This is an optimization exercise on Yosys and OpenROAD, whose aim is small area, a short achievable clock period and few clock cycles per item, not a production implementation. In this exercise RTL edits were held to simulation tests only and were not proved equivalent to the original. No activity file was given, so power comes from the tool's default toggle rates.

**flow/run.sh**
```bash
#!/bin/bash
# synth_recipe.tcl (not shown) runs the flow's synth.tcl, then flattens the netlist and writes it again
# the make line also repeats each setting of config.mk as NAME=value (left out here)
make -C /OpenROAD-flow-scripts/flow DESIGN_CONFIG=/design/flow/config.mk WORK_HOME=/design/flow/orfs CLKGATE_MAP_FILE= SYNTH_SCRIPT=/design/flow/synth_recipe.tcl finish
```
**flow/config.mk**
```make
export PLATFORM = sky130hd
export DESIGN_NAME = deadline_ordered_task_release_queue_unit
export DESIGN_NICKNAME = deadline_ordered_task_release_queue_unit
export VERILOG_FILES = /design/flow/design.v
export SDC_FILE = /design/flow/constraint.sdc
export NUM_CORES = 4
export LEC_CHECK = 0
export CAP_MARGIN = 20
export CORE_MARGIN = 2
export CORE_UTILIZATION = 40
export SLEW_MARGIN = 20
```
**flow/constraint.sdc**
```tcl
create_clock -name core_clock -period 5.5 [get_ports {clock}]
set_input_delay 1.1000 -clock core_clock [delete_from_list [all_inputs] [get_ports {clock}]]
set_output_delay 1.1000 -clock core_clock [all_outputs]
set_load 0.01 [all_outputs]
```
**flow/design.v**
```verilog
package dotrq_pkg;
   localparam logic [2:0] STATUS_RELEASED  = 3'd0;
   localparam logic [2:0] STATUS_QUEUED    = 3'd1;
   localparam logic [2:0] STATUS_SUBMITTED = 3'd2;
   localparam logic [2:0] STATUS_REFUSED   = 3'd3;
   localparam logic [2:0] STATUS_FULL      = 3'd4;
   localparam logic [4:0] MAX_ROOM = 5'd16;
endpackage
module dotrq_le #(
   parameter int W = 32
) (
   input  logic [W-1:0] a,
   input  logic [W-1:0] b,
   output logic         le
);
   localparam int L = $clog2(W);
   logic [L:0][W-1:0] g;
   logic [L:0][W-1:0] p;
   for (genvar i = 0; i < W; i++) begin : g_bit
      assign g[0][i] = a[i] & ~b[i];
      assign p[0][i] = a[i] | ~b[i];
   end
   for (genvar l = 0; l < L; l++) begin : g_lvl
      for (genvar i = 0; i < (W >> (l + 1)); i++) begin : g_node
         assign g[l+1][i] = g[l][2*i+1] | (p[l][2*i+1] & g[l][2*i]);
         assign p[l+1][i] = p[l][2*i+1] & p[l][2*i];
      end
      for (genvar i = (W >> (l + 1)); i < W; i++) begin : g_pad
         assign g[l+1][i] = 1'b0;
         assign p[l+1][i] = 1'b0;
      end
   end
   assign le = ~g[L][0];
endmodule
module deadline_ordered_task_release_queue_unit #(
   parameter int QUEUE_DEPTH = 16
) (
   input  logic        clock,
   input  logic        reset,
   input  logic        req_valid,
   output logic        req_stall,
   input  logic        req_command,
   input  logic [31:0] req_current_time,
   input  logic [31:0] req_deadline,
   input  logic [15:0] req_task_id,
   input  logic        req_executor_stopped,
   input  logic [4:0]  req_executor_room,
   output logic        rsp_valid,
   input  logic        rsp_stall,
   output logic [15:0] rsp_out_task_id,
   output logic [2:0]  rsp_status,
   output logic [4:0]  rsp_pending_count,
   output logic        rsp_last
);
   localparam int N  = QUEUE_DEPTH;     
   localparam int NW = $clog2(N);
   localparam int Q  = 4;               
   localparam int QW = $clog2(Q + 1);
   localparam int PW = $clog2(Q);
   function automatic logic [N-1:0] rotl1(input logic [N-1:0] x);
      rotl1 = {x[N-2:0], x[N-1]};
   endfunction
   function automatic logic [NW-1:0] enc(input logic [N-1:0] x);
      enc = '0;
      for (int i = 0; i < N; i++) enc = enc | ({NW{x[i]}} & NW'(i));
   endfunction
   logic [N-1:0][31:0]    d_ff;
   logic [N-1:0][15:0]    i_ff;
   logic [N-1:0]          v_ff, p_ff, l_ff;
   logic [N-1:0]          h_ff, t_ff, r_ff;
   logic                  e_v, e_cmd, e_due, e_stop;
   logic [4:0]            e_room;
   logic [31:0]           e_dl;
   logic [15:0]           e_id;
   logic [N-1:0]          e_c;
   logic [Q-1:0]          t_kind;
   logic [Q-1:0][15:0]    t_id;
   logic [Q-1:0][2:0]     t_st;
   logic [Q-1:0][4:0]     t_pend;
   logic [PW-1:0]         t_rd, t_wr;
   logic [QW-1:0]         t_cnt;
   logic                  o_v, o_last;
   logic [15:0]           o_id;
   logic [2:0]            o_st;
   logic [4:0]            o_pend;
   logic                  stall_ff;
   logic [N-1:0]  a_m, b_m, tk_new, tk_prev, wr, win, thermo, doomed, h_nx, l_nx;
   logic [NW:0]   count;
   logic          full, has_free, is_sched, is_tick, ins_try, needs_tok;
   logic          tok_ok, e_done, e_fire, ins, rel, push, any_d, all_d;
   logic          pop_p, pop_t, o_load, have, byp, byp_g, first_last;
   logic [NW-1:0] h_enc;
   assign h_enc    = enc(h_ff);
   assign full     = &v_ff;
   assign count    = {full, enc(t_ff) - h_enc};
   assign has_free = |(~v_ff & ~p_ff);
   assign a_m = v_ff & e_c;
   assign b_m = v_ff & ~e_c;
   for (genvar i = 0; i < N; i++) begin : g_ins
      localparam int IP = (i + N - 1) % N;
      assign tk_prev[i] = b_m[IP];
      assign tk_new[i]  = (h_ff[i] || a_m[IP]) && !a_m[i];
   end
   assign wr = ins ? (tk_prev | tk_new) : '0;
   always_comb begin
      for (int j = 0; j < N; j++) thermo[j] = (5'(j) < e_room);
      win = thermo;
      for (int b = 0; b < NW; b++) begin
         if (h_enc[b]) win = (win << (1 << b)) | (win >> (N - (1 << b)));
      end
   end
   assign doomed = a_m & win;
   assign any_d  = |(a_m & h_ff) && (e_room != '0);
   assign all_d  = &doomed;
   for (genvar i = 0; i < N; i++) begin : g_tick
      localparam int IP = (i + N - 1) % N;
      localparam int IN = (i + 1) % N;
      assign h_nx[i] = all_d ? h_ff[i] : (doomed[IP] && !doomed[i]);
      assign l_nx[i] = doomed[i] && (!doomed[IN] || (all_d && h_ff[IN]));
   end
   assign is_sched  = e_v && !e_cmd;
   assign is_tick   = e_v && e_cmd && !e_stop;
   assign ins_try   = is_sched && !e_due && !full;
   assign needs_tok = is_sched || (is_tick && any_d);
   assign tok_ok    = t_cnt != QW'(Q);
   assign e_done    = !e_v || ((!needs_tok || tok_ok) && (!ins_try || has_free));
   assign e_fire    = e_v && e_done;
   assign ins       = e_fire && ins_try;
   assign rel       = e_fire && is_tick && any_d;
   logic        n_kind;
   logic [15:0] n_id;
   logic [2:0]  n_st;
   logic [4:0]  n_pend;
   always_comb begin
      n_kind = 1'b0;
      n_id   = e_id;
      n_st   = dotrq_pkg::STATUS_QUEUED;
      n_pend = 5'(count) + 5'd1;
      if (e_cmd) begin
         n_kind = 1'b1;
         n_st   = dotrq_pkg::STATUS_RELEASED;
         n_pend = 5'(count) - 5'd1 - 5'(byp_g);
      end else if (e_due) begin
         n_st   = (e_stop || (e_room == '0)) ? dotrq_pkg::STATUS_REFUSED :
                                                dotrq_pkg::STATUS_SUBMITTED;
         n_pend = 5'(count);
      end else if (full) begin
         n_st   = dotrq_pkg::STATUS_FULL;
         n_pend = 5'(count);
      end
   end
   logic [15:0] rd_id;
   logic        rd_last;
   logic        h_kind;
   logic [15:0] h_id;
   logic [2:0]  h_st;
   logic [4:0]  h_pend;
   always_comb begin
      rd_id = '0;
      for (int i = 0; i < N; i++) rd_id = rd_id | ({16{r_ff[i]}} & i_ff[i]);
   end
   assign rd_last    = |(r_ff & l_ff);
   assign first_last = |(h_ff & l_nx);
   assign h_kind = t_kind[t_rd];
   assign h_id   = t_id[t_rd];
   assign h_st   = t_st[t_rd];
   assign h_pend = t_pend[t_rd];
   assign have   = t_cnt != '0;
   assign o_load = !o_v || !rsp_stall;
   assign pop_p  = o_load && have && h_kind;
   assign pop_t  = o_load && have && (!h_kind || rd_last);
   assign byp    = o_load && !have && e_fire && needs_tok;
   assign byp_g  = byp && e_cmd;
   assign push   = e_fire && needs_tok && !(byp && (!e_cmd || first_last));
   logic         accept;
   logic [31:0]  key;
   logic [N-1:0] c_raw, c_in;
   logic         c_new, due_in;
   logic [4:0]   room_in;
   assign accept  = req_valid && !stall_ff;
   assign key     = req_command ? req_current_time : req_deadline;
   assign room_in = (req_executor_room > dotrq_pkg::MAX_ROOM) ? dotrq_pkg::MAX_ROOM :
                    req_executor_room;
   for (genvar i = 0; i < N; i++) begin : g_cmp
      localparam int IP = (i + N - 1) % N;
      dotrq_le u_le (.a(d_ff[i]), .b(key), .le(c_raw[i]));
      assign c_in[i] = !wr[i] ? c_raw[i] : tk_new[i] ? c_new : c_raw[IP];
   end
   dotrq_le u_le_new (.a(e_dl), .b(key), .le(c_new));
   dotrq_le u_le_due (.a(req_deadline), .b(req_current_time), .le(due_in));
   logic [N-1:0]  v_in, p_in, rel_m, pop_m;
   logic [QW-1:0] t_cnt_in;
   logic          occ_in, cmd_in, stop_in, stall_in;
   assign rel_m    = rel ? doomed : '0;
   assign pop_m    = (pop_p || byp_g) ? r_ff : '0;
   assign v_in     = (v_ff & ~rel_m) | wr;
   assign p_in     = (p_ff | rel_m) & ~pop_m;
   assign t_cnt_in = t_cnt + QW'(push) - QW'(pop_t);
   assign occ_in   = accept || (e_v && !e_done);
   assign cmd_in   = accept ? req_command : e_cmd;
   assign stop_in  = accept ? req_executor_stopped : e_stop;
   assign stall_in = occ_in &&
                     (((!cmd_in || !stop_in) && (t_cnt_in == QW'(Q))) ||
                      (!cmd_in && !(|(~v_in & ~p_in))));
   always_ff @(posedge clock) begin
      if (reset) begin
         v_ff     <= '0;
         p_ff     <= '0;
         h_ff     <= N'(1);
         t_ff     <= N'(1);
         r_ff     <= N'(1);
         e_v      <= 1'b0;
         t_rd     <= '0;
         t_wr     <= '0;
         t_cnt    <= '0;
         o_v      <= 1'b0;
         stall_ff <= 1'b0;
      end else begin
         v_ff     <= v_in;
         p_ff     <= p_in;
         if (rel) h_ff <= h_nx;
         if (ins) t_ff <= rotl1(t_ff);
         if (pop_p || byp_g) r_ff <= rotl1(r_ff);
         e_v      <= occ_in;
         if (push)  t_wr <= t_wr + PW'(1);
         if (pop_t) t_rd <= t_rd + PW'(1);
         t_cnt    <= t_cnt_in;
         if (o_load) o_v <= have || byp;
         stall_ff <= stall_in;
      end
   end
   for (genvar i = 0; i < N; i++) begin : g_cell
      localparam int IP = (i + N - 1) % N;
      logic s_hold, s_prev, s_new;
      assign s_hold = !wr[i];
      assign s_prev = wr[i] && !tk_new[i];
      assign s_new  = wr[i] && tk_new[i];
      always_ff @(posedge clock) begin
         d_ff[i] <= ({32{s_hold}} & d_ff[i]) | ({32{s_prev}} & d_ff[IP]) | ({32{s_new}} & e_dl);
         i_ff[i] <= ({16{s_hold}} & i_ff[i]) | ({16{s_prev}} & i_ff[IP]) | ({16{s_new}} & e_id);
         if (rel_m[i]) l_ff[i] <= l_nx[i];
      end
   end
   always_ff @(posedge clock) begin
      if (accept) begin
         e_cmd  <= req_command;
         e_due  <= due_in;
         e_stop <= req_executor_stopped;
         e_room <= room_in;
         e_dl   <= req_deadline;
         e_id   <= req_task_id;
         e_c    <= c_in;
      end
   end
   always_ff @(posedge clock) begin
      for (int q = 0; q < Q; q++) begin
         if (push && (t_wr == PW'(q))) begin
            t_kind[q] <= n_kind;
            t_id[q]   <= n_id;
            t_st[q]   <= n_st;
            t_pend[q] <= n_pend;
         end else if (pop_p && !pop_t && (t_rd == PW'(q))) begin
            t_pend[q] <= t_pend[q] - 5'd1;
         end
      end
   end
   always_ff @(posedge clock) begin
      if (o_load && have) begin
         o_id   <= h_kind ? rd_id : h_id;
         o_st   <= h_st;
         o_pend <= h_pend;
         o_last <= !h_kind || rd_last;
      end else if (byp) begin
         o_id   <= e_cmd ? rd_id : n_id;
         o_st   <= n_st;
         o_pend <= e_cmd ? 5'(count) - 5'd1 : n_pend;
         o_last <= !e_cmd || first_last;
      end
   end
   assign req_stall         = stall_ff;
   assign rsp_valid         = o_v;
   assign rsp_out_task_id   = o_id;
   assign rsp_status        = o_st;
   assign rsp_pending_count = o_pend;
   assign rsp_last          = o_last;
endmodule
```
==> summary.txt <==
## metal layers
layer / track usage, % / up-vias
met3: 6.375 / 781
met2: 48.92 / 3544
met4: 16.78 / 2
li1: - / 22390
met5: 0 / -
met1: 41.07 / 24950
## per-stage QoR
| step | hold WS (ps) | total power, uW | worst slack [ps] |
|---|---|---|---|
| after floorplan | 432.1 | 12100 | 273.9 |
| after global placement | 445.3 | 13690 | 27.16 |
| after detailed placement | 455.8 | 13740 | 25.64 |
| after CTS | 471.1 | 22060 | 209.7 |
| after global routing | 492.2 | 22870 | 9.604 |
| final | 464.9 | 22100 | 274.8 |
## how the worst max path moves through the flow
| stage | to | slack [ps] | cells past startpoint |
|---|---|---|---|
| 5_1_grt | stall_ff$_SDFF_PP0_ | 10 | 21 |
| 3_3_place_gp | e_c[11]$_DFFE_PP_ | 30 | 13 |
| 2_1_floorplan | stall_ff$_SDFF_PP0_ | 270 | 5 |
| 4_1_cts | stall_ff$_SDFF_PP0_ | 210 | 22 |
| 3_5_place_dp | e_c[0]$_DFFE_PP_ | 30 | 15 |
| 6_report | stall_ff$_SDFF_PP0_ | 270 | 21 |
## cell usage after synthesis, types with 20 or more instances
cell type	number
a211oi_1	27
a21oi_1	310
a221o_1	168
a221oi_1	58
a222oi_1	546
a22o_1	52
a22oi_1	113
a31oi_1	68
a32oi_1	20
and2_1	37
and3_1	31
buf_1	73
buf_2	33
clkbuf_1	444
dfxtp_1	860
edfxtp_1	211
ha_1	21
inv_1	614
maj3_1	119
mux2i_1	143
mux4_2	25
nand2_1	367
nand2b_1	22
nand3_1	54
nand4_1	28
nor2_1	481
nor2b_1	33
nor3_1	91
nor4_1	34
o211ai_1	27
o21ai_0	248
o221ai_1	20
o22a_1	20
o22ai_1	134
o31ai_1	24
or3_1	20
xnor2_1	20
## cells by family (layout without fill, tap and decap cells)
group,count (synthesis),count (layout)
DFF,1071,1071
and+or+nand+nor,1267,1267
AOI/OAI and AO/OA,1993,1993
buffers and inverters,1173,1198
muxes,181,181
adders and majority gates,149,149
xor gates and xnor gates,27,27
## power breakdown
| part | internal [uW] | switching [uW] |
|---|---|---|
| Combinational | 1700 | 2220 |
| Clock | 4940 | 3460 |
| Sequential | 8870 | 908 |
## area by class of cell
type	count	share of cell area (%)
well taps	1755	3.579
clock inverters	48	0.8911
multi-input cells	3617	42.42
repair buffers	368	5.192
clock buffers	167	5.769
inverters	615	3.768
flip-flops and latches	1071	38.39
## worst min-delay path: stages (launching register included)
cell and delay [ps]:
dfxtp_1 310, nand2_1 50, a21oi_1 50
## sequential cells by signal, indices dropped and copies added, names as in the netlist, 2 cells and up
signal / count
d_ff: 512
e_c: 16
e_dl: 32
e_id: 16
e_room: 5
h_ff: 16
i_ff: 256
l_ff: 16
o_id: 16
o_pend: 5
o_st: 3
p_ff: 16
r_ff: 16
t_cnt: 3
t_ff: 16
t_id: 64
t_kind: 4
t_pend: 20
t_rd: 2
t_st: 12
t_wr: 2
v_ff: 16
## cells in the final DEF, fill, tap and decap left out, types with 21 or more instances in the layout
cell type,instances
dfxtp_1,859
inv_1,613
a222oi_1,546
nor2_1,476
nand2_1,362
a21oi_1,298
o21ai_0,246
buf_4,241
edfxtp_1,211
a221o_1,168
o22ai_1,134
clkbuf_16,128
maj3_1,119
clkdlybuf4s50_1,115
a22oi_1,113
mux2i_1,113
nor3_1,89
a31oi_1,68
a221oi_1,58
nand3_1,53
a22o_1,52
and2_1,37
nor4_1,32
mux2i_4,31
nand4_1,28
and3_1,27
o211ai_1,27
mux4_2,25
a211oi_1,25
o31ai_1,24
nand2b_1,22
nor2b_1,21
ha_1,21
## timing repair
action | in CTS | in global routing
endpoints found under the setup margin | 0 | 2
resized for setup | 0 | 9
setup buffers | 0 | 2
==> summary.md <==
| Metric | Value |
|---|---|
| Ys async rst share | `0%` |
| Cell row count | `133` |
| Clock H-tree levels | `3` |
| Post-synthesis mux area share | `4.024%` |
| Yosys Warn Count | `1` |
| Fin. max-slew vios | `0` |
| Setup CP Type | `reg -> reg` |
| Max FO, Critical Path | `15` |
| R2R Setup Slk | `270 ps` |
| Tcrit/Tclk final | `95.00%` |
| Die width | `368.9 um` |
| Mapped Nets | `5975` |
| Worst setup EP type | `register` |
| Area of the multi-input gates | `26030 um^2` |
| Final Skew | `22.62 ps` |
| Proportion of layout cells with a drive suffix above 1 | `10.58%` |
| Highest routed layer | `met5` |
| Starting DRC count in detailed routing | `9417` |
| Synthesis-to-finish area growth | `15.21%` |
| Worst reg2reg path depth | `21` |
| Post-synthesis compound-gate area fraction | `29.06%` |
| Sequential-to-total area share from yosys stat | `44.22%` |
| Core area | `131800 um^2` |
| Largest net degree at the start of global routing | `59` |
| Final TNS setup | `0 ps` |
| Register area | `23550 um^2` |
| Max Freq | `191.4 MHz` |
| CTS root buf | `clkbuf_16` |
| Met1 Wirelength | `86270 um` |
| WL/cell | `29.18 um` |
| Max VDD drop | `0.0002463 V` |
| Area contributors post-synth | `dfxtp_1, edfxtp_1, a222oi_1` |
| Met3 wire len | `25140 um` |
| Die H | `368.9 um` |
| Buf/Inv on CP | `3` |
| Total track usage | `31.48%` |
| Vias in the first global route | `48.30k` |
| Simple-gate portion of the synthesized area | `10.86%` |
| Die area | `136100 um^2` |
| Hold WC Path Type | `reg -> reg` |
| Post-Syn Area | `53260 um^2` |
| Hold-fix buffers, CTS | `0` |
| DRC | `0` |
| RSZ-0062 raised after global routing | `false` |
| Hold path depth | `2` |
| Max-cap viol count | `0` |
| Worst setup path start | `h_ff[5]$_SDFFE_PP0P_` |
| Slowest cell on crit path | `or4_1` |
| Fillers | `12.62k` |
| Number of synthesized flops with an enable pin | `211` |
| Final hold violation count | `0` |
| WP data required | `6170 ps` |
| Hold Path End | `t_ff[1]$_SDFFE_PP0P_` |
| Post-route cell area | `61360 um^2` |
| Synth Area in Adders | `2.953%` |
| CTS buffer count | `117` |
| Initial core utilization | `40.41%` |
| Global route total overflow | `0` |
| Drt first pass iters | `11` |
| Final wirelength | `223000 um` |
| Vias/cell | `6.762` |
| DP Area | `57220 um^2` |
| Util after Layout | `46.56%` |
| Largest family of logic cells by synthesized area | `compound AO/OA/AOI/OAI gates` |
| CP delay by family, top | `compound AO/OA/AOI/OAI gates` |
| P_leak | `0.02575 uW` |
| Placed Cells | `7424` |
| Initial antenna violation count | `2` |
| Reg clk slew, reported paths | `70 ps` |
| Critical Path AT | `5900 ps` |
| Port Buf Inserts | `117` |
| Post-synthesis xor/xnor area fraction | `0.4440%` |
| Syn Area/Cell | `9.087 um^2` |
| Fin crit period | `5225 ps` |
| Main synth FF type | `dfxtp_1` |
| Net count, final | `5904` |
| Cell taking the most area after synthesis | `dfxtp_1` |
| Routed Antenna Nets | `0` |
| Max Buffers Root-to-Sink | `3` |
| Global-route wire length before repair | `325200 um` |
| Reg-to-reg critical path endpoint | `stall_ff$_SDFF_PP0_` |
| Slew @ Worst Pin | `1327 ps` |
| RD Place Congestion | `0.9841` |
| Top Ports | `118` |
| Setup violations, final | `0` |
| Largest stage delay on the critical path | `530 ps` |
| PD cells | `360.1 nW/um^2` |
| CTS tree | `built` |
| Worst r2r src | `h_ff[5]$_SDFFE_PP0P_` |
| Top-area cell type share of the netlist area | `32.33%` |
| Hpwl dp | `143600 um` |
| Met2 WL | `97820 um` |
| Slew margin rel. | `10.37%` |
| Worst-skew pair later-pin latency | `760 ps` |
| Vias post-DR | `51.67k` |
| Clk sink count | `1071` |
| Inserted Diodes | `0` |
| #FFs+latches synth | `1071` |
| Finished Layout Cells | `7641` |
| Run status | `finished clean` |
| Syn Inst Count | `5861` |
| Startpoint types | `register` |
| HP Start | `t_ff[0]$_SDFFE_PP1P_` |
| CP cell instances | `or4_1 > buf_4 > o311a_1 > o32a_1 > a21oi_2 > o311a_2 > mux2_2 > a211oi_1 > nand4_1 > nor3_1 > buf_4 > a21o_1 > nand2_1 > ha_1 > inv_1 > ha_1 > fa_1 > xnor2_1 > xnor2_1 > nand4_1 > o21ai_1` |
| Distinct cells, synth | `99` |
Testbench counts, summed over its fixed seeds: cycles 14,447, items 12,000.

==> port drivers added, routing unchanged <==
The results above use ideal ports. As a check the final layout listed here was re-extracted and re-timed, cells and wires unchanged.
Step 1 sets driving cells, clkbuf_16 on the clock port and buf_2 on the other inputs (assumed; they add their load-dependent delay and slew).
Step 2 also shifts input and output timing later by t, the mid clock arrival at the registers, as if the neighbouring blocks saw the same clock.
Three values: ideal, step 1, step 2; two values: the first two.
t, ns: 0.829
setup WS [ns]: 0.275 / 0.275 / -0.104
worst setup path at the end: input to register
latest minus earliest clock arrival (ns): 0.027 / 0.027
With both steps, setup timing fails in this run, where it was met with ideal ports. For this run, drivers alone change the setup slack by 0.000 ns; drivers and shift together by -0.379 ns.
